Source: an optimization exercise on an open RTL-to-GDS flow (aim: small area and a short achievable clock period). Production flows keep margins and buffers that such runs may drop.
Only simulation tests tie the RTL to the original design; equivalence was not proved.
No activity file was given, so power comes from the tool's default toggle rates.

===== flow/config.mk =====
export PLATFORM = sky130hd
export DESIGN_NAME = fft_output_reorder
export DESIGN_NICKNAME = fft_output_reorder
export VERILOG_FILES = /design/flow/design.v
export SDC_FILE = /design/flow/constraint.sdc
export NUM_CORES = 4
export LEC_CHECK = 0
export CAP_MARGIN = 20
export CORE_MARGIN = 2
export CORE_UTILIZATION = 45
export CTS_CLUSTER_DIAMETER = 60
export CTS_CLUSTER_SIZE = 20
export SETUP_SLACK_MARGIN = 1.2
export SLEW_MARGIN = 20

===== flow/constraint.sdc =====
create_clock -name core_clock -period 3.5 [get_ports {clk}]
set_input_delay 0.7000 -clock core_clock [delete_from_list [all_inputs] [get_ports {clk}]]
set_output_delay 0.7000 -clock core_clock [all_outputs]
set_load 0.01 [all_outputs]

===== flow/design.v =====
package fft_pkg;
  localparam int BIT_WIDTH = 24;
  localparam int N_PTS = 16;
  localparam int SIZE_W = 4;
  localparam int BANKS = 2;
  typedef struct packed {
    logic signed [BIT_WIDTH-1:0] re;
    logic signed [BIT_WIDTH-1:0] im;
  } sample_t;
  typedef enum logic [1:0] {IDLE, FETCH, SEND} rd_state_e;
endpackage
module pingpong_ram #(
  parameter int W = 2 * fft_pkg::BIT_WIDTH,
  parameter int AW = $clog2(fft_pkg::BANKS) + fft_pkg::SIZE_W
) (
  input  logic            clk,
  input  logic            we,
  input  logic [AW-1:0]   waddr,
  input  logic [W-1:0]    wdata,
  input  logic            re,
  input  logic [2**AW-1:0] rsel,
  output logic [W-1:0]    rdata
);
  localparam int R = 2 ** AW;
  logic [W-1:0] mem [R];
  logic [R-1:0] wsel;
  logic [W-1:0] rmux, rdata_q;
  always_comb begin
    for (int r = 0; r < R; r++) wsel[r] = we && waddr == AW'(r);
    rmux = '0;
    for (int r = 0; r < R; r++) rmux = rmux | (rsel[r] ? mem[r] : '0);
  end
  always_ff @(posedge clk)
    for (int r = 0; r < R; r++) if (wsel[r]) mem[r] <= wdata;
  always_ff @(posedge clk)
    if (re) rdata_q <= rmux;
  assign rdata = rdata_q;
endmodule
module fft_output_reorder #(
  parameter int bit_width = fft_pkg::BIT_WIDTH,
  parameter int N = fft_pkg::N_PTS,
  parameter int SIZE = fft_pkg::SIZE_W
) (
  input  logic                        clk,
  input  logic                        rst_n,
  input  logic                        valid_i,
  input  logic signed [bit_width-1:0] Re_i,
  input  logic signed [bit_width-1:0] Im_i,
  input  logic [SIZE-1:0]             wr_ptr_i,
  output logic signed [bit_width-1:0] Re_o,
  output logic signed [bit_width-1:0] Im_o,
  output logic [SIZE-1:0]             idx_o,
  output logic                        valid_o,
  input  logic                        ready_i,
  output logic                        last_o,
  output logic                        frame_done_o,
  output logic                        overflow_o
);
  logic [1:0] full_q, full_d;
  logic wr_bank_q, wr_bank_d, overflow_q, overflow_d;
  logic [SIZE-1:0] wr_cnt_q, wr_cnt_d;
  logic fetch_q, fetch_d, valid_q, valid_d, last_q, last_d, done_q, done_d;
  logic rd_bank_q, rd_bank_d;
  logic [SIZE-1:0] rd_idx_q, rd_idx_d;
  logic cnt15_q, wfull_q, same_q, ofull_q, anyfull_q;
  logic [2*N-1:0] rsel_q;
  logic valid_oq, last_oq;
  logic [SIZE-1:0] idx_oq;
  logic wr_ok, acc, last_acc, fill, idle, rd_en, rd_adv;
  logic [2*bit_width-1:0] rdata;
  always_comb begin
    acc = valid_q && ready_i;
    last_acc = last_q && ready_i;
    idle = !fetch_q && !valid_q;
    wr_ok = valid_i && (!wfull_q || (last_acc && same_q));
    fill = wr_ok && cnt15_q;
    full_d = full_q;
    if (last_acc) full_d[rd_bank_q] = 1'b0;
    if (fill) full_d[wr_bank_q] = 1'b1;
    wr_cnt_d = wr_ok ? wr_cnt_q + 1'b1 : wr_cnt_q;
    wr_bank_d = wr_bank_q ^ fill;
    overflow_d = overflow_q | (valid_i && !wr_ok);
    done_d = last_acc;
    fetch_d = (idle && (anyfull_q || fill)) ||
              (last_acc && (ofull_q || (fill && !same_q)));
    valid_d = fetch_q || (valid_q && !last_acc);
    rd_bank_d = rd_bank_q ^ last_acc;
    rd_idx_d = acc ? rd_idx_q + 1'b1 : rd_idx_q;
    last_d = acc ? rd_idx_q == SIZE'(N - 2) : last_q;
    rd_en = fetch_q || ready_i;
    rd_adv = fetch_q || (acc && !last_q);
  end
  always_ff @(posedge clk or negedge rst_n)
    if (!rst_n) begin
      full_q <= '0;
      wr_bank_q <= 1'b0;
      wr_cnt_q <= '0;
      overflow_q <= 1'b0;
      fetch_q <= 1'b0;
      valid_q <= 1'b0;
      last_q <= 1'b0;
      rd_bank_q <= 1'b0;
      rd_idx_q <= '0;
      done_q <= 1'b0;
      cnt15_q <= 1'b0;
      wfull_q <= 1'b0;
      same_q <= 1'b1;
      ofull_q <= 1'b0;
      anyfull_q <= 1'b0;
      valid_oq <= 1'b0;
      last_oq <= 1'b0;
      idx_oq <= '0;
    end else begin
      full_q <= full_d;
      wr_bank_q <= wr_bank_d;
      wr_cnt_q <= wr_cnt_d;
      overflow_q <= overflow_d;
      fetch_q <= fetch_d;
      valid_q <= valid_d;
      last_q <= last_d;
      rd_bank_q <= rd_bank_d;
      rd_idx_q <= rd_idx_d;
      done_q <= done_d;
      cnt15_q <= wr_cnt_d == SIZE'(N - 1);
      wfull_q <= full_d[wr_bank_d];
      same_q <= rd_bank_d == wr_bank_d;
      ofull_q <= full_d[!rd_bank_d];
      anyfull_q <= |full_d;
      if (fetch_q) valid_oq <= 1'b1;
      else if (last_acc) valid_oq <= 1'b0;
      if (acc && rd_idx_q == SIZE'(N - 2)) last_oq <= 1'b1;
      else if (last_acc) last_oq <= 1'b0;
      if (acc) idx_oq <= idx_oq + 1'b1;
    end
  always_ff @(posedge clk or negedge rst_n)
    if (!rst_n) rsel_q <= (2*N)'(1);
    else if (rd_adv) rsel_q <= {rsel_q[2*N-2:0], rsel_q[2*N-1]};
  pingpong_ram #(.W(2 * bit_width), .AW(SIZE + 1)) u_ram (
    .clk     (clk),
    .we      (wr_ok),
    .waddr   ({wr_bank_q, wr_ptr_i}),
    .wdata   ({Re_i, Im_i}),
    .re      (rd_en),
    .rsel    (rsel_q),
    .rdata   (rdata)
  );
  assign Re_o = rdata[2*bit_width-1:bit_width];
  assign Im_o = rdata[bit_width-1:0];
  assign idx_o = idx_oq;
  assign valid_o = valid_oq;
  assign last_o = last_oq;
  assign frame_done_o = done_q;
  assign overflow_o = overflow_q;
endmodule

===== flow/run.sh =====
#!/bin/bash
# synth_recipe.tcl (not shown) runs the flow's synth.tcl, then flattens the netlist and writes it again
# the make line also repeats each setting of config.mk as NAME=value (left out here)
make -C /OpenROAD-flow-scripts/flow DESIGN_CONFIG=/design/flow/config.mk WORK_HOME=/design/flow/orfs CLKGATE_MAP_FILE= SYNTH_SCRIPT=/design/flow/synth_recipe.tcl finish

==> flow_summary.json, run 1 <==
{
  "outcome": "failed layout checks",
  "so_faults": "negative hold slack",
  "cpMaxStageDelayCell": "dfrtp_4",
  "ys_seq_area_share_pct": 83.0,
  "synth.net_count": 3063,
  "rr_startpoint": "rsel_q[22]$_DFFE_PN0P_",
  "clkSinkCount": 1644,
  "grt_max_degree": 51,
  "cts_tree": "yes",
  "synthDistinctLibCells": 37,
  "rr_worst_depth": 4,
  "syn_to_final_growth_pct": 18.4,
  "via_per_inst": 6.96,
  "power.leakage_nw": 22.3,
  "yosys_warnings": 3,
  "p_per_area_nw_per_um2": 543,
  "routabilityCongestion": 0.837,
  "end_kind": "flip-flop",
  "clkTransAtPathRegs_ps": 80,
  "critPathKind": "flip-flop to flip-flop",
  "cp_cell_sequence": "buf_12 -> a22oi_1 -> nand4_1 -> or4_4",
  "setup_violations": 0,
  "htreeDepth": 3,
  "cts-buffers-inserted": 111,
  "worstReg2RegEnd": "u_ram.rdata_q[43]$_DFFE_PP_",
  "num_rows": 133,
  "maxCapViolations": 0,
  "ys_seq_elements": 1644,
  "period_share_pct": 67.4,
  "synth_top_area_share_pct": 80.4,
  "post_drt_wl_per_cell_um": 42.6,
  "async_flop_share_pct": 3.65,
  "hpwlAfterDp_um": 101000,
  "r2r_slack_ps": 1140,
  "cts.path.max_buffers": 3,
  "place.port_buffers": 111,
  "drive_gt1_share_pct": 19.4,
  "grt.overflow.total": 0,
  "hold_path.class": "input pin to async pin",
  "synth_top_cell_by_area": "edfxtp_1",
  "num_vias": 36435,
  "crit_buf_inv": 1,
  "clock_latency_ps": 750,
  "crit_arrival_ps": 2820,
  "maxSlewViolCount": 0,
  "p_total_w": 0.0380,
  "synth_enable_flop_cells": 1584,
  "path_max_fanout": 11,
  "holdWs_ps": -42.8,
  "cp.required_ps": 3960,
  "fp.dieH_um": 366,
  "setup_tns_ps": 0,
  "cp_slowest_stage_delay_ps": 700,
  "antenna_found_initial": 14,
  "grt_pass1_wl_um": 290000,
  "tightest_slew_ps": 1020,
  "drcViolationCount": 0,
  "hold_viol_final": 40,
  "skew_ps": 34.5,
  "grt_setup_unrepaired": "yes",
  "grt_pass1_vias": 33922,
  "path_delay_family": "simple AND/OR/NAND/NOR gates",
  "syn_avg_cell_area_um2": 19.7,
  "coreArea_um2": 131000,
  "drtIter0Drc": 6984,
  "vdd_drop_max_uv": 413,
  "die_w_um": 366,
  "num_io_pins": 112,
  "dr.pass1.iters": 7,
  "grt_use_total_pct": 31.7,
  "maxSlewHeadroom_pct": 32.0,
  "initial_core_util_pct": 45.1,
  "dominantRegCellSynth": "edfxtp_1",
  "syn_inst": 3003,
  "yosys-top-cells-area": "edfxtp_1 (80%), a22oi_1 (9.6%), dfrtp_1 (2.5%)",
  "cts-root-buf": "clkbuf_16",
  "max_freq_mhz": 424,
  "routed_wirelength_um": 223000,
  "ctsHoldBuffers": 0,
  "cp-start-kind": "flip-flop",
  "die-area_um2": 134000,
  "postLayoutCoreUtil_pct": 53.5,
  "synth_area_um2": 59100,
  "nNetsFinal": 3444,
  "final_antenna_net_count": 0,
  "period_minus_slack_ps": 2360
}
## cell families (layout without fill, tap and decap cells)
family	Yosys count	count (layout)	synth area share, %
AOI/OAI and AO/OA	786	786	10.0
adders and majority gates	4	4	0.0846
buffers and inverters	204	668	2.81
and+or+nand+nor	317	317	3.22
muxes	35	35	0.662
other	0	13	0
DFF	1644	1644	83.0
xor gates and xnor gates	13	13	0.193
## flip-flops by register name (all words and copies together), names as in the netlist, 2 cells and up
signal and flops:
u_ram.mem 1536, u_ram.rdata_q 48, rsel_q 32, idx_oq 4, rd_idx_q 4, wr_cnt_q 4, full_q 2
## layout make-up
type / count / area (um2)
diodes: 13 / 32.5
clock buffers: 120 / 2860
clock inverters: 76 / 908
fillers: 10079 / 60900
inverters: 4 / 15.0
multi-input cells: 1155 / 8710
flip-flops and latches: 1644 / 49200
well taps: 1755 / 2200
repair buffers: 468 / 6110
## metrics by stage
stage	cells	cell area (um2)	setup slack, ps	hold WS [ps]
after global routing	5222	70000	1150	16.7
final	5235	70000	1140	-42.8
after global placement	4848	63300	85.6	462
after detailed placement	4848	63300	107	466
after floorplan	3003	59400	879	404
after CTS	5154	68800	1170	168
## worst max path at each step
stage,start,cells after the start,slack [ps],to
after floorplan,valid_i,4,880,u_ram.mem[28][0]$_DFFE_PP_
after detailed placement,ready_i,6,110,u_ram.mem[20][15]$_DFFE_PP_
after global routing,same_q$_DFF_PN1_,8,1150,u_ram.mem[14][25]$_DFFE_PP_
after global placement,ready_i,6,90,u_ram.mem[20][15]$_DFFE_PP_
final,rsel_q[22]$_DFFE_PN0P_,4,1140,u_ram.rdata_q[43]$_DFFE_PP_
after CTS,ready_i,8,1170,u_ram.mem[12][36]$_DFFE_PP_
## Yosys cell counts (12+ instances only)
cell / instances
nand2_1: 21
xnor2_1: 12
nand4_1: 198
dfrtp_1: 58
nor2_1: 34
buf_6: 104
buf_2: 40
clkbuf_1: 38
mux2_2: 33
or4_1: 48
buf_4: 18
a22oi_1: 758
edfxtp_1: 1584
## per-layer routing
metal / GRT usage [%] / up-vias / wire (um)
met5: 0 / - / 253
met4: 17.5 / 12 / 13900
met3: 8.91 / 622 / 34000
met2: 46.5 / 3593 / 97000
met1: 42.8 / 18713 / 78200
li1: - / 13495 / -
## power by group
group	internal [W]	switching [W]
clock	0.00697	0.00703
sequential	0.0221	0.000249
combinational	0.000567	0.00113
total	0.0296	0.00841
## placed cells by master, fill, tap and decap left out, types with 9 or more instances in the layout
cell,instances
a22oi_1,753
a22oi_2,15
buf_12,135
buf_16,16
buf_4,172
buf_6,14
bufinv_16,12
clkbuf_16,132
clkdlybuf4s50_1,47
clkinv_1,9
clkinv_2,11
clkinvlp_4,10
dfrtp_1,27
dfrtp_4,31
diode_2,13
dlygate4sd2_1,56
edfxtp_1,1584
inv_6,17
mux2_2,33
nand2_1,19
nand4_1,198
nor2_4,32
or4_1,43
xnor2_1,12
## what timing repair did
| item | 4_1_cts | 5_1_grt |
|---|---|---|
| pin swaps | 4 | 12 |
| gates cloned | 0 | 23 |
| setup buffers | 110 | 45 |
| gates resized for setup | 66 | 30 |
| endpoints found under the setup margin | 410 | 1054 |
==> run 2: changes to the inputs <==
--- a/flow/design.v
+++ b/flow/design.v
@@ -18,2 +18,3 @@
   input  logic [AW-1:0]   waddr,
+  input  logic            wbank_n,
   input  logic [W-1:0]    wdata,
@@ -25,6 +26,9 @@
   logic [W-1:0] mem [R];
-  logic [R-1:0] wsel;
+  logic [R-1:0] wsel, wkeep;
   logic [W-1:0] rmux, rdata_q;
   always_comb begin
-    for (int r = 0; r < R; r++) wsel[r] = we && waddr == AW'(r);
+    for (int r = 0; r < R; r++) begin
+      wsel[r] = we && waddr == AW'(r);
+      wkeep[r] = !(we && waddr[AW-2:0] == (AW-1)'(r) && wbank_n != r[AW-1]);
+    end
     rmux = '0;
@@ -33,3 +37,3 @@
   always_ff @(posedge clk)
-    for (int r = 0; r < R; r++) if (wsel[r]) mem[r] <= wdata;
+    for (int r = 0; r < R; r++) mem[r] <= ({W{wsel[r]}} & wdata) | ({W{wkeep[r]}} & mem[r]);
   always_ff @(posedge clk)
@@ -59,3 +63,3 @@
   logic [1:0] full_q, full_d;
-  logic wr_bank_q, wr_bank_d, overflow_q, overflow_d;
+  logic wr_bank_q, wr_bank_d, wr_bank_n_q, overflow_q, overflow_d;
   logic [SIZE-1:0] wr_cnt_q, wr_cnt_d;
@@ -96,2 +100,3 @@
       wr_bank_q <= 1'b0;
+      wr_bank_n_q <= 1'b1;
       wr_cnt_q <= '0;
@@ -115,2 +120,3 @@
       wr_bank_q <= wr_bank_d;
+      wr_bank_n_q <= !wr_bank_d;
       wr_cnt_q <= wr_cnt_d;
@@ -141,2 +147,3 @@
     .waddr   ({wr_bank_q, wr_ptr_i}),
+    .wbank_n (wr_bank_n_q),
     .wdata   ({Re_i, Im_i}),
==> run 2 against run 1 <==
  * Still fails the layout checks on negative hold slack
  * Synthesized cell count up 69%
  * Global-route usage rose by 11 points
  * Worst hold slack better by 22 ps
  * Combinational power increased to 5.0 times the previous value
  * Sequential share of layout area fell by 21 points
  * Register-to-register slack got worse by 40 ps
  * Sequential cell count grew 1
  * Clock power up 12%
  * Via count is 45% higher
  * Critical endpoint is now u_ram.rdata_q[6]$_DFFE_PP_
  * Largest cell class unchanged
==> flow_summary.json, run 2 <==
{
  "cts_tree": "yes",
  "reg.largest.list": "u_ram.mem: 1536 flops, u_ram.rdata_q: 48 flops, rsel_q: 32 flops",
  "grt_pass1_vias": 47737,
  "fp.dieH_um": 365,
  "dr.pass1.iters": 9,
  "nFillCells": 11068,
  "crit_path_start": "rsel_q[22]$_DFFE_PN0P_",
  "so_faults": "negative hold slack",
  "grt_max_degree": 49,
  "path_max_fanout": 12,
  "p_per_area_nw_per_um2": 788,
  "setup_tns_ps": 0,
  "synth_common_cells": "a22o_1 (1,536), dfxtp_1 (1,536), a22oi_1 (769)",
  "power.leakage_nw": 26.7,
  "synth_top_area_share_pct": 52.3,
  "final_cell_mix": "a22o_1 (1,536), dfxtp_1 (1,536), a22oi_1 (767)",
  "synth.area.mux_share_pct": 0.649,
  "holdWs_ps": -21.2,
  "num_vias": 52827,
  "synth_area_um2": 58800,
  "cp-start-kind": "flip-flop",
  "drcViolationCount": 0,
  "period_share_pct": 68.4,
  "synth_compound_area_share_pct": 33.3,
  "period_minus_slack_ps": 2390,
  "synth_enable_flop_cells": 48,
  "nNetsFinal": 5027,
  "placed_area_um2": 62500,
  "hpwlAfterDp_um": 134000,
  "antenna_found_initial": 20,
  "regArea_um2": 33800,
  "yosys-top-cells-area": "dfxtp_1 (52%), a22o_1 (23%), a22oi_1 (9.8%)",
  "hold_viol_final": 24,
  "end_kind": "flip-flop",
  "die-area_um2": 134000,
  "cp_slowest_stage_delay_ps": 710,
  "final_antenna_net_count": 0,
  "synth_top_family_by_area": "compound AO/OA/AOI/OAI gates",
  "grt_use_total_pct": 42.3,
  "synth_simple_gate_area_share_pct": 3.55,
  "skew_ps": 35.3,
  "synth_fa_ha_area_share_pct": 0.0852,
  "p_total_w": 0.0542,
  "ctsHoldBuffers": 0,
  "maxSlewHeadroom_pct": 44.4,
  "crit_cells": 4,
  "crit_end": "u_ram.rdata_q[6]$_DFFE_PP_",
  "layout_setup_ws_ps": 1110,
  "routabilityCongestion": 0.853,
  "syn_inst": 5066,
  "synthXorXnorAreaFrac_pct": 0.194,
  "maxCapViolations": 0,
  "grt.overflow.total": 0,
  "routed_wirelength_um": 297000,
  "synth.net_count": 5126,
  "largest_reg_flops": 1536,
  "post_drt_wl_per_cell_um": 43.5,
  "max_freq_mhz": 418,
  "syn_to_final_growth_pct": 17.2,
  "clkSinkCount": 1645,
  "drtIter0Drc": 11065,
  "hold_path.class": "input pin to async pin",
  "cpMaxStageDelayCell": "dfrtp_4",
  "worstReg2RegEnd": "u_ram.rdata_q[6]$_DFFE_PP_",
  "die_w_um": 365,
  "cts-buffers-inserted": 119,
  "via_per_inst": 7.73,
  "synthDistinctLibCells": 48,
  "tightest_slew_ps": 834,
  "rr_startpoint": "rsel_q[22]$_DFFE_PN0P_",
  "grt_pass1_wl_um": 395000,
  "ys_seq_elements": 1645,
  "ys_seq_area_share_pct": 57.4,
  "fin_area_um2": 68800,
  "place.port_buffers": 111,
  "crit_arrival_ps": 2860,
  "path_delay_family": "simple AND/OR/NAND/NOR gates",
  "coreArea_um2": 129000,
  "cts-root-buf": "clkbuf_16",
  "r2r_slack_ps": 1110,
  "crit_buf_inv": 1,
  "initial_core_util_pct": 45.4,
  "grt_setup_unrepaired": "yes",
  "num_io_pins": 112,
  "yosys_warnings": 3,
  "cts.path.max_buffers": 3,
  "dominantRegCellSynth": "dfxtp_1",
  "async_flop_share_pct": 3.71,
  "cp.required_ps": 3960,
  "synth_top_cell_by_area": "dfxtp_1",
  "rr_worst_depth": 4,
  "clkTransAtPathRegs_ps": 90,
  "critPathKind": "flip-flop to flip-flop",
  "setup_violations": 0,
  "clock_latency_ps": 760,
  "pre_cts_slack_ps": 359,
  "multi_input_area_um2": 22700,
  "outcome": "failed layout checks",
  "maxSlewViolCount": 0,
  "drive_gt1_share_pct": 14.4,
  "syn_avg_cell_area_um2": 11.6,
  "cp_cell_sequence": "buf_4 -> a22oi_1 -> nand4_1 -> or4_1",
  "largest-register": "u_ram.mem",
  "num_rows": 132,
  "vdd_drop_max_uv": 499,
  "htreeDepth": 3
}
run 2: changes by cell type after synthesis, sizes merged, moves of 7 or more:
cell,delta
dfxtp,+1536
a22o,+1536
nand2,+24
buf,+18
clkbuf,+452
edfxtp,-1536
o2111ai,+8
inv,+7
run 2: metal layers:
layer | GRT usage (%) | vias up | wire [um]
met5 | 0 | - | 138
met2 | 57.9 | 5438 | 116000
met4 | 27.3 | 20 | 24000
li1 | - | 19889 | -
met1 | 55.7 | 26184 | 108000
met3 | 15.3 | 1296 | 48800
run 2: report_power, final:
part | total (W) | switching [W] | internal, W
Clock | 0.0157 | 0.00758 | 0.00809
Combinational | 0.00854 | 0.00299 | 0.00555
Sequential | 0.0300 | 0.00407 | 0.0260
run 2: repair_timing:
item	CTS	global route
endpoints found under the setup margin	1047	616
pin swaps	3	4
buffers inserted	81	29
gates cloned	0	7
gates resized for setup	66	21
run 2: worst min-delay path by stage:
stage / cells after the start / end / slack (ps)
2_1_floorplan: 0 / anyfull_q$_DFF_PN0_ / 400
3_3_place_gp: 1 / u_ram.mem[28][37]$_DFF_P_ / 460
3_5_place_dp: 1 / wr_cnt_q[3]$_DFF_PN0_ / 460
4_1_cts: 1 / rd_idx_q[3]$_DFFE_PN0P_ / 0.7
5_1_grt: 1 / rd_idx_q[3]$_DFFE_PN0P_ / 50
6_report: 1 / rd_idx_q[3]$_DFFE_PN0P_ / -20
run 2: final cells by class:
type / count / share of cell area [%]
Sequential cell: 1645 / 49.2
Clock buffer: 155 / 5.09
Inverter: 11 / 0.0600
Timing Repair Buffer: 450 / 8.17
Clock inverter: 68 / 1.26
Tap cell: 1742 / 3.17
Antenna cell: 19 / 0.0691
Multi-Input combinational cell: 2740 / 33.0
run 2: cell families (layout without fill, tap and decap cells):
kind of cell               Yosys count  after routing
AOI/OAI and AO/OA                 2336           2336
DFF                               1645           1645
buffers and inverters              681            684
and+or+nand+nor                    353            353
muxes                               34             34
xor gates and xnor gates            13             13
adders and majority gates            4              4
other                                0             19
run 2: stage by stage:
step,cells,utilization [%]
after floorplan,5066,-
after global placement,6471,48.3
after detailed placement,6471,48.3
after CTS,6775,52.7
after global routing,6813,53.1
final,6830,53.2
run 2: worst reg2reg max path, cell delays in order (launching register included):
cell and delay [ps]:
dfrtp_4 710, buf_4 340, a22oi_1 180, nand4_1 210, or4_1 660
==> run 3: changes to the inputs <==
--- a/flow/config.mk
+++ b/flow/config.mk
@@ -12,2 +12,3 @@
 export CTS_CLUSTER_SIZE = 20
+export HOLD_SLACK_MARGIN = 0.1
 export SETUP_SLACK_MARGIN = 1.2
==> run 3 against run 2 <==
  * Now clean on timing, DRC and antenna
  * Global-route usage unchanged
  * Power is essentially flat
  * Fmax about the same
  * Largest power group unchanged
  * Highest routed layer unchanged
==> flow_summary.json, run 3 <==
{
  "nFillCells": 11068,
  "grt_pass1_vias": 47737,
  "p_int_w": 0.0396,
  "period_minus_slack_ps": 2390,
  "cpMaxStageDelayCell": "dfrtp_4",
  "grt_pass1_wl_um": 395000,
  "drtIter0Drc": 11184,
  "drcViolationCount": 0,
  "maxSlewViolCount": 0,
  "place.port_buffers": 111,
  "syn_inst": 5066,
  "clock_latency_ps": 760,
  "final_antenna_net_count": 0,
  "yosys-top-cells-area": "dfxtp_1 (52%), a22o_1 (23%), a22oi_1 (9.8%)",
  "maxCapViolations": 0,
  "syn_avg_cell_area_um2": 11.6,
  "busiest_layer": "met2",
  "hold_viol_final": 0,
  "cts-root-buf": "clkbuf_16",
  "tightest_slew_ps": 814,
  "cts_tree": "yes",
  "dominantRegCellSynth": "dfxtp_1",
  "synth.net_count": 5126,
  "async_flop_share_pct": 3.71,
  "cp_slowest_stage_delay_ps": 710,
  "pwr-share-comb_pct": 15.8,
  "antenna_found_initial": 20,
  "yosys_warnings": 3,
  "skew_ps": 27.4,
  "ys_seq_area_share_pct": 57.4,
  "met1_usage_pct": 55.7,
  "hpwlAfterDp_um": 134000,
  "cp-start-kind": "flip-flop",
  "reg.largest.list": "u_ram.mem: 1536 flops, u_ram.rdata_q: 48 flops, rsel_q: 32 flops",
  "switchingPower_w": 0.0146,
  "syn_to_final_growth_pct": 17.1,
  "nNetsFinal": 5028,
  "synth_area_um2": 58800,
  "path_max_fanout": 12,
  "grt_max_degree": 49,
  "setup_tns_ps": 0,
  "period_share_pct": 68.4,
  "synthDistinctLibCells": 48,
  "outcome": "no timing/DRC/antenna violations",
  "cp_cell_sequence": "buf_4 -> a22oi_1 -> nand4_1 -> or4_1",
  "cts.path.max_buffers": 3,
  "clkTransAtPathRegs_ps": 90,
  "grt_use_total_pct": 42.3,
  "largest_reg_flops": 1536,
  "vdd_drop_max_uv": 496,
  "setup_violations": 0,
  "routed_wirelength_um": 297000,
  "grt_use_met2_pct": 57.9,
  "power.leakage_nw": 26.7,
  "fp.dieH_um": 365,
  "die-area_um2": 134000,
  "p_seq_share_pct": 55.4,
  "clkPwrFrac_pct": 28.8,
  "num_io_pins": 112,
  "cts-buffers-inserted": 119,
  "grt.overflow.total": 0,
  "num_rows": 132,
  "hold_path.class": "flip-flop to flip-flop",
  "routabilityCongestion": 0.853,
  "synth_top_area_share_pct": 52.3,
  "max_freq_mhz": 418,
  "holdWs_ps": 473,
  "maxSlewHeadroom_pct": 45.7,
  "via_per_inst": 7.73,
  "crit_arrival_ps": 2850,
  "synth_common_cells": "a22o_1 (1,536), dfxtp_1 (1,536), a22oi_1 (769)",
  "end_kind": "flip-flop",
  "clkSinkCount": 1645,
  "critPathKind": "flip-flop to flip-flop",
  "p_per_area_nw_per_um2": 788,
  "coreArea_um2": 129000,
  "initial_core_util_pct": 45.4,
  "final_cell_mix": "a22o_1 (1,536), dfxtp_1 (1,536), a22oi_1 (767)",
  "synth_enable_flop_cells": 48,
  "synth_top_cell_by_area": "dfxtp_1",
  "grt_setup_unrepaired": "yes",
  "largest-register": "u_ram.mem",
  "die_w_um": 365,
  "num_vias": 52738,
  "drive_gt1_share_pct": 14.4,
  "switching_share_pct": 27.0,
  "post_drt_wl_per_cell_um": 43.5,
  "ys_seq_elements": 1645,
  "dr.pass1.iters": 8,
  "cp.required_ps": 3960,
  "htreeDepth": 3,
  "use_met3_pct": 15.3
}
-- run 3: layout make-up --
class	count	area (um2)	area share [%]
inverter	11	41.3	0.0600
sequential	1645	33800	49.2
clock buffer	155	3510	5.09
multi-input combinational	2740	22700	33.0
tap	1742	2180	3.17
antenna	13	32.5	0.0473
clock inverter	68	867	1.26
timing repair buffer	451	5630	8.18
-- run 3: logic make-up after synthesis --
| family | after synthesis | share of synthesized area [%] |
|---|---|---|
| compound gates | 2336 | 33.3 |
| simple gates | 353 | 3.55 |
| mux | 34 | 0.649 |
| flops | 1645 | 57.4 |
| fa+ha+maj | 4 | 0.0852 |
| buf+inv | 681 | 4.81 |
| xor+xnor | 13 | 0.194 |
-- run 3: path summary, 6_finish.rpt --
path                                              end  slack [ps]                    from  depth (start not counted)
min reg2reg                     idx_oq[3]$_DFFE_PN0P_         470   idx_oq[3]$_DFFE_PN0P_                          1
min in group asynchronous     rd_idx_q[3]$_DFFE_PN0P_         510                   rst_n                          2
max reg2reg                u_ram.rdata_q[6]$_DFFE_PP_        1110  rsel_q[22]$_DFFE_PN0P_                          4
max                        u_ram.rdata_q[6]$_DFFE_PP_        1110  rsel_q[22]$_DFFE_PN0P_                          4
max in group asynchronous       rsel_q[4]$_DFFE_PN0P_        2070                   rst_n                          3
min                             idx_oq[3]$_DFFE_PN0P_         470   idx_oq[3]$_DFFE_PN0P_                          1
-- run 3: layer usage --
layer / vias up / routed length [um]
met3: 1263 / 48400
met5: - / 215
met4: 28 / 23500
met2: 5391 / 117000
met1: 26176 / 108000
li1: 19880 / -
-- run 3: critical path, delay by kind of cell, from the launching register on --
kind / cells / cell delay [ps]
buf+inv: 1 / 320
flops: 1 / 710
compound gates: 1 / 170
simple gates: 2 / 870
-- run 3: timing repair --
| action | 4_1_cts | 5_1_grt |
|---|---|---|
| endpoints found under the hold margin | 27 | 0 |
| hold buffers | 1 | 0 |
| buffers inserted | 81 | 29 |
| pin swaps | 3 | 4 |
| gates resized for setup | 66 | 21 |
| gates cloned | 0 | 7 |
| endpoints found under the setup margin | 1047 | 616 |
-- run 3: stage by stage --
step | setup WS [ps] | total power, W | utilization (%) | instance area (um2) | cells
floorplan | 1240 | 0.0358 | - | 58800 | 5066
global placement | 359 | 0.0380 | 48.3 | 62500 | 6471
detailed placement | 359 | 0.0384 | 48.3 | 62500 | 6471
CTS | 1100 | 0.0536 | 52.7 | 68200 | 6776
global route | 1150 | 0.0561 | 53.1 | 68800 | 6814
finish | 1110 | 0.0542 | 53.2 | 68800 | 6825
-- run 3: power by group through the flow --
| stage | registers, W | clock network (W) | logic (W) |
|---|---|---|---|
| 2_1_floorplan | 0.0291 | 0 | 0.00672 |
| 5_1_grt | 0.0306 | 0.0163 | 0.00922 |
| 3_3_place_gp | 0.0299 | 0 | 0.00813 |
| 4_1_cts | 0.0297 | 0.0155 | 0.00839 |
| 3_5_place_dp | 0.0300 | 0 | 0.00844 |
| 6_report | 0.0300 | 0.0156 | 0.00855 |
==> run 4: changes to the inputs <==
--- a/flow/config.mk
+++ b/flow/config.mk
@@ -11,5 +11,5 @@
 export CTS_CLUSTER_DIAMETER = 60
-export CTS_CLUSTER_SIZE = 20
+export CTS_CLUSTER_SIZE = 24
 export HOLD_SLACK_MARGIN = 0.1
-export SETUP_SLACK_MARGIN = 1.2
+export SETUP_SLACK_MARGIN = 1.5
 export SLEW_MARGIN = 20
==> run 4 against run 3 <==
  * The run now fails in global routing (5_1_grt)
  * Synthesized cell count is the same
  * Area after synthesis unchanged
==> flow_summary.json, run 4 <==
{
  "synth_common_cells": "a22o_1 (1,536), dfxtp_1 (1,536), a22oi_1 (769)",
  "clkSinkCount": 1645,
  "synth_area_um2": 58800,
  "ys_seq_area_share_pct": 57.4,
  "syn_avg_cell_area_um2": 11.6,
  "die_w_um": 365,
  "htreeDepth": 3,
  "initial_core_util_pct": 45.4,
  "num_io_pins": 112,
  "num_rows": 132,
  "synth.net_count": 5126,
  "grt_use_total_pct": 58.9,
  "cts-buffers-inserted": 119,
  "yosys_warnings": 3,
  "cts.path.max_buffers": 3,
  "grt_max_degree": 49,
  "yosys-top-cells-area": "dfxtp_1 (52%), a22o_1 (23%), a22oi_1 (9.8%)",
  "synth_enable_flop_cells": 48,
  "dominantRegCellSynth": "dfxtp_1",
  "hpwlAfterDp_um": 128000,
  "async_flop_share_pct": 3.71,
  "ys_seq_elements": 1645,
  "cts-root-buf": "clkbuf_16",
  "synthDistinctLibCells": 48,
  "syn_inst": 5066,
  "placed_area_um2": 62200,
  "fp.dieH_um": 365,
  "grt.overflow.total": 2,
  "synth_top_cell_by_area": "dfxtp_1",
  "outcome": "aborted with a tool error",
  "place.port_buffers": 111,
  "haltStage": "global routing (5_1_grt)",
  "routabilityCongestion": 0.828,
  "synth_top_area_share_pct": 52.3,
  "tool.error": "[ERROR GRT-0232] Routing congestion too high. Check the congestion heatmap in the GUI."
}
-- run 4: what timing repair did --
item                                    in CTS
hold buffers                                 1
buffers inserted                           318
gates resized for setup                    635
gates cloned                               115
endpoints found under the setup margin    1640
endpoints found under the hold margin       33
pin swaps                                  111
-- run 4: kinds of logic after synthesis --
| family | after synthesis | synth area share, % |
|---|---|---|
| adder cells (fa/ha/maj) | 4 | 0.0852 |
| XOR/XNOR | 13 | 0.194 |
| multiplexers | 34 | 0.649 |
| buffers and inverters | 681 | 4.81 |
| AO/OA/AOI/OAI | 2336 | 33.3 |
| flip-flops | 1645 | 57.4 |
| AND/OR/NAND/NOR | 353 | 3.55 |
-- run 4: through the flow --
step	hold slack, ps	power [W]	std cells	setup slack [ps]
after CTS	475	0.0542	7098	1360
after detailed placement	461	0.0385	6437	281
after global placement	456	0.0381	6437	297
after floorplan	404	0.0360	5066	1460
-- run 4: metal layers --
layer | GRT overflow | global-route usage (%)
met1 | 1 | 61.5
met2 | 1 | 69.4
met3 | 0 | 49.0
met4 | 0 | 52.0
met5 | 0 | 30.5
-- run 4: how the worst max path moves through the flow --
stage	startpoint	to
CTS	rsel_q[23]$_DFFE_PN0P_	u_ram.rdata_q[11]$_DFFE_PP_
detailed placement	ready_i	u_ram.mem[3][13]$_DFF_P_
floorplan	wr_ptr_i[2]	u_ram.mem[16][27]$_DFF_P_
global placement	ready_i	u_ram.mem[3][9]$_DFF_P_
-- run 4: power by group through the flow --
stage | combinational (W) | clock [W] | sequential [W]
after floorplan | 0.00685 | 0 | 0.0291
after global placement | 0.00823 | 0 | 0.0299
after detailed placement | 0.00854 | 0 | 0.0300
after CTS | 0.00908 | 0.0153 | 0.0298
==> run 5: changes to the inputs <==
==> flow/flow/run.sh (new file) <==
#!/bin/bash
# The standard layout, with the port buffers made as buf_4 cells rather than the
# default buffer_ports choice. Make's full output goes to standard.log here; the
# ORFS step logs stay under orfs/logs.
set -euo pipefail
export BUFFER_PORTS_ARGS="-buffer_cell sky130_fd_sc_hd__buf_4"
bash standard.sh > standard.log 2>&1
==> flow/standard.sh (new file) <==
#!/bin/bash
# synth_recipe.tcl (not shown) runs the flow's synth.tcl, then flattens the netlist and writes it again
# the make line also repeats each setting of config.mk as NAME=value (left out here)
make -C /OpenROAD-flow-scripts/flow DESIGN_CONFIG=/design/flow/config.mk WORK_HOME=/design/flow/orfs CLKGATE_MAP_FILE= SYNTH_SCRIPT=/design/flow/synth_recipe.tcl "${@:-finish}"
--- a/flow/config.mk
+++ b/flow/config.mk
@@ -11,5 +11,5 @@
 export CTS_CLUSTER_DIAMETER = 60
-export CTS_CLUSTER_SIZE = 24
+export CTS_CLUSTER_SIZE = 20
 export HOLD_SLACK_MARGIN = 0.1
-export SETUP_SLACK_MARGIN = 1.5
+export SETUP_SLACK_MARGIN = 1.2
 export SLEW_MARGIN = 20
removed: flow/run.sh
==> run 5 against run 4 <==
  * Now clean on timing, DRC and antenna
  * Area after synthesis did not move
  * Synthesized cell count did not move
==> flow_summary.json, run 5 <==
{
  "outcome": "no timing/DRC/antenna violations",
  "hpwlAfterDp_um": 126000,
  "busiest_layer": "met2",
  "ys_seq_area_share_pct": 57.4,
  "nFillCells": 11013,
  "max_freq_mhz": 410,
  "grt_pass1_wl_um": 404000,
  "cts-buffers-inserted": 119,
  "cpMaxStageDelayCell": "dfrtp_4",
  "grt_setup_unrepaired": "yes",
  "synth_top_cell_by_area": "dfxtp_1",
  "crit_path_start": "rsel_q[14]$_DFFE_PN0P_",
  "setup_tns_ps": 0,
  "drtIter0Drc": 12272,
  "cp.required_ps": 3980,
  "period_share_pct": 69.7,
  "num_vias": 53824,
  "cp_cell_sequence": "buf_16 -> a22oi_1 -> nand4_1 -> or4_1",
  "synth.net_count": 5126,
  "synth_common_cells": "a22o_1 (1,536), dfxtp_1 (1,536), a22oi_1 (769)",
  "yosys_warnings": 3,
  "cp_slowest_stage_delay_ps": 720,
  "via_per_inst": 7.90,
  "routabilityCongestion": 0.828,
  "cts-root-buf": "clkbuf_16",
  "skew_ps": 71.9,
  "synthDistinctLibCells": 48,
  "grt.overflow.total": 0,
  "clkTransAtPathRegs_ps": 80,
  "crit_arrival_ps": 2920,
  "die-area_um2": 134000,
  "num_io_pins": 112,
  "clock_latency_ps": 810,
  "rr_startpoint": "rsel_q[14]$_DFFE_PN0P_",
  "setup_violations": 0,
  "post_drt_wl_per_cell_um": 44.7,
  "p_per_area_nw_per_um2": 788,
  "syn_to_final_growth_pct": 16.4,
  "htreeDepth": 3,
  "maxCapViolations": 0,
  "place.port_buffers": 111,
  "synth_top_area_share_pct": 52.3,
  "initial_core_util_pct": 45.4,
  "grt_use_total_pct": 43.5,
  "dr.pass1.iters": 10,
  "met1_usage_pct": 56.6,
  "tightest_slew_ps": 1120,
  "syn_inst": 5066,
  "drive_gt1_share_pct": 15.4,
  "syn_avg_cell_area_um2": 11.6,
  "final_cell_mix": "a22o_1 (1,536), dfxtp_1 (1,536), a22oi_1 (769)",
  "worstReg2RegEnd": "u_ram.rdata_q[6]$_DFFE_PP_",
  "period_minus_slack_ps": 2440,
  "reg.largest.list": "u_ram.mem: 1536 flops, u_ram.rdata_q: 48 flops, rsel_q: 32 flops",
  "die_w_um": 365,
  "hold_viol_final": 0,
  "nNetsFinal": 4987,
  "critPathKind": "flip-flop to flip-flop",
  "vdd_drop_max_uv": 503,
  "crit_end": "u_ram.rdata_q[6]$_DFFE_PP_",
  "dominantRegCellSynth": "dfxtp_1",
  "path_max_fanout": 25,
  "grt_use_met2_pct": 57.9,
  "power.leakage_nw": 26.4,
  "cts_tree": "yes",
  "num_rows": 132,
  "synth_enable_flop_cells": 48,
  "coreArea_um2": 129000,
  "async_flop_share_pct": 3.71,
  "maxSlewViolCount": 0,
  "synth_area_um2": 58800,
  "largest-register": "u_ram.mem",
  "yosys-top-cells-area": "dfxtp_1 (52%), a22o_1 (23%), a22oi_1 (9.8%)",
  "grt_max_degree": 62,
  "fp.dieH_um": 365,
  "antenna_found_initial": 24,
  "grt_pass1_vias": 47707,
  "cts.path.max_buffers": 3,
  "use_met3_pct": 19.1,
  "holdWs_ps": 389,
  "end_kind": "flip-flop",
  "drcViolationCount": 0,
  "rr_worst_depth": 4,
  "final_antenna_net_count": 0,
  "routed_wirelength_um": 304000,
  "r2r_slack_ps": 1060,
  "maxSlewHeadroom_pct": 25.5,
  "hold_path.class": "input pin to flip-flop",
  "ys_seq_elements": 1645,
  "clkSinkCount": 1645,
  "cp-start-kind": "flip-flop",
  "largest_reg_flops": 1536
}
[run 5: cell counts after synthesis]
No cell type changed its count.
[run 5: worst min-delay path by stage]
stage	depth (start not counted)	end	start
after floorplan	0	anyfull_q$_DFF_PN0_	rst_n
after global placement	1	wr_cnt_q[3]$_DFF_PN0_	wr_cnt_q[3]$_DFF_PN0_
after detailed placement	1	wr_cnt_q[3]$_DFF_PN0_	wr_cnt_q[3]$_DFF_PN0_
after CTS	2	overflow_q$_DFF_PN0_	valid_i
after global routing	2	u_ram.mem[13][18]$_DFF_P_	Im_i[18]
final	2	u_ram.mem[13][18]$_DFF_P_	Im_i[18]
[run 5: final cells by class]
class	instances	area (um2)	share of cell area, %
Antenna cell	43	108	0.157
Clock buffer	145	3250	4.75
Clock inverter	80	977	1.43
Inverter	11	41.3	0.0603
Multi-Input combinational cell	2741	22800	33.3
Sequential cell	1645	33800	49.5
Tap cell	1742	2180	3.19
Timing Repair Buffer	409	5260	7.69
[run 5: per-layer routing]
metal	wire length (um)	vias to the layer above
met4	23600	30
met3	51100	1409
met2	119000	5684
met5	493	-
met1	110000	26824
li1	-	19877
[run 5: through the flow]
| step | instances | setup slack, ps | power, W | utilization [%] | cell area [um2] |
|---|---|---|---|---|---|
| after floorplan | 5066 | 1240 | 0.0358 | - | 58800 |
| after global placement | 6401 | 465 | 0.0379 | 47.5 | 61500 |
| after detailed placement | 6401 | 466 | 0.0383 | 47.5 | 61500 |
| after CTS | 6721 | 1150 | 0.0532 | 52.2 | 67600 |
| after global routing | 6775 | 1150 | 0.0557 | 52.8 | 68300 |
| final | 6816 | 1060 | 0.0539 | 52.8 | 68400 |
[run 5: cells by family (layout without fill, tap and decap cells)]
group                      after synthesis  after routing  synth area share (%)
DFF                                   1645           1645                  57.4
adders and majority gates                4              4                0.0852
and+or+nand+nor                        353            354                  3.55
buffers and inverters                  681            645                  4.81
AOI/OAI and AO/OA                     2336           2336                  33.3
xor gates and xnor gates                13             13                 0.194
muxes                                   34             34                 0.649
other                                    0             43                     0
[run 5: worst max-delay path: cells and delay by family (launching register included)]
kind / cells / cell delay, ps
DFF: 1 / 720
buffers and inverters: 1 / 280
and+or+nand+nor: 2 / 720
AOI/OAI and AO/OA: 1 / 270
[run 5: timing repair]
action                     CTS  global route
hold endpoints to repair    58             0
setup endpoints to repair  865           586
pin swaps                    7             5
cloned                       4             2
hold buffers                 1             0
gates resized for setup     21            23
buffers inserted            90            50
[run 5: power breakdown]
group          total [W]  switching (W)  internal [W]  leakage, nW
clock             0.0153        0.00769       0.00761         2.05
sequential        0.0300        0.00408        0.0260         13.9
combinational    0.00856        0.00303       0.00553         10.4
==> run 6: changes to the inputs <==
--- a/flow/config.mk
+++ b/flow/config.mk
@@ -13,3 +13,3 @@
 export HOLD_SLACK_MARGIN = 0.1
-export SETUP_SLACK_MARGIN = 1.2
+export SETUP_SLACK_MARGIN = 1.4
 export SLEW_MARGIN = 20
==> run 6 against run 5 <==
  * The run now fails in global routing (5_1_grt)
  * Area after synthesis stayed put
  * Synthesized cell count stayed put
==> flow_summary.json, run 6 <==
{
  "cts-root-buf": "clkbuf_16",
  "clkSinkCount": 1645,
  "syn_inst": 5066,
  "yosys_warnings": 3,
  "num_rows": 132,
  "yosys-top-cells-area": "dfxtp_1 (52%), a22o_1 (23%), a22oi_1 (9.8%)",
  "ys_seq_elements": 1645,
  "synth_enable_flop_cells": 48,
  "grt_use_total_pct": 55.8,
  "synth_top_area_share_pct": 52.3,
  "htreeDepth": 4,
  "fp.dieH_um": 365,
  "grt.overflow.total": 1,
  "cts.path.max_buffers": 3,
  "outcome": "aborted with a tool error",
  "hpwlAfterDp_um": 123000,
  "ys_seq_area_share_pct": 57.4,
  "synthDistinctLibCells": 48,
  "synth_area_um2": 58800,
  "synth_top_cell_by_area": "dfxtp_1",
  "tool.error": "[ERROR GRT-0232] Routing congestion too high. Check the congestion heatmap in the GUI.",
  "syn_avg_cell_area_um2": 11.6,
  "die_w_um": 365,
  "synth.net_count": 5126,
  "grt_max_degree": 62,
  "initial_core_util_pct": 45.4,
  "place.port_buffers": 111,
  "async_flop_share_pct": 3.71,
  "haltStage": "global routing (5_1_grt)",
  "synth_common_cells": "a22o_1 (1,536), dfxtp_1 (1,536), a22oi_1 (769)",
  "dominantRegCellSynth": "dfxtp_1",
  "cts-buffers-inserted": 130,
  "num_io_pins": 112,
  "routabilityCongestion": 0.816
}
run 6: metal layers:
layer / GRT usage [%] / overflow
met1: 59.1 / 0
met2: 68.2 / 0
met3: 43.1 / 0
met4: 48.5 / 1
met5: 21.8 / 0
run 6: worst max-delay path by stage:
stage,slack [ps],cells past startpoint,end,from
after floorplan,1380,6,u_ram.mem[25][27]$_DFF_P_,wr_ptr_i[2]
after global placement,560,6,u_ram.mem[13][32]$_DFF_P_,valid_i
after CTS,1290,6,u_ram.mem[5][34]$_DFF_P_,same_q$_DFF_PN1_
after detailed placement,530,6,u_ram.mem[13][36]$_DFF_P_,valid_i
run 6: power groups by stage:
stage	logic [W]	registers, W	clock network (W)
after CTS	0.00867	0.0297	0.0158
after detailed placement	0.00834	0.0299	0
after global placement	0.00799	0.0299	0
after floorplan	0.00672	0.0291	0
run 6: repair_timing:
action / in CTS
endpoints found under the hold margin: 58
gates cloned: 55
buffers inserted: 215
hold buffers: 1
resized for setup: 159
setup endpoints to repair: 1584
pin swaps: 76
run 6: cells by family after synthesis:
kind of cell,after synthesis,synth area share (%)
AOI/OAI and AO/OA,2336,33.3
DFF,1645,57.4
buffers and inverters,681,4.81
and+or+nand+nor,353,3.55
muxes,34,0.649
xor gates and xnor gates,13,0.194
adders and majority gates,4,0.0852
run 6: metrics by stage:
stage	hold slack [ps]	setup slack [ps]	total power (W)	instances	cell area (um2)
CTS	359	1290	0.0542	6888	71000
floorplan	404	1380	0.0358	5066	58800
global placement	456	558	0.0378	6383	61300
detailed placement	463	532	0.0383	6383	61300

separate check: timing with driven ports:
In the flow no input, the clock included, has a driving cell. The finished layouts below were timed again as built, in two steps.
Step 1: set_driving_cell puts a clkbuf_16 on clk and a buf_2 on each other input, an assumption about the parent block.
Step 2, shift: input delay + t, output delay - t, t = (earliest + latest rising clock arrival at the registers) / 2. This alone moves slack from input paths to output paths.
Slacks: ideal / step 1 / step 2; pairs: ideal / step 1.
run	t (ns)	setup slack, ns	hold WS [ns]	latest minus earliest clock arrival (ns)	worst register clock-pin slew, ns
run 1	0.817	1.142 / 1.142 / 0.445	-0.043 / -0.099 / 0.477	0.037 / 0.037	0.09 / 0.09
run 2	0.825	1.105 / 1.105 / 0.362	-0.021 / -0.076 / 0.474	0.040 / 0.040	0.09 / 0.09
run 3	0.826	1.106 / 1.106 / 0.365	0.473 / 0.449 / 0.473	0.035 / 0.035	0.09 / 0.09
run 5	0.857	1.060 / 1.060 / 0.709	0.389 / 0.329 / 0.481	0.072 / 0.072	0.09 / 0.09
The setup slack of run 2, which loses most, moves by 0.000 ns with the drivers and by -0.743 ns with both steps.
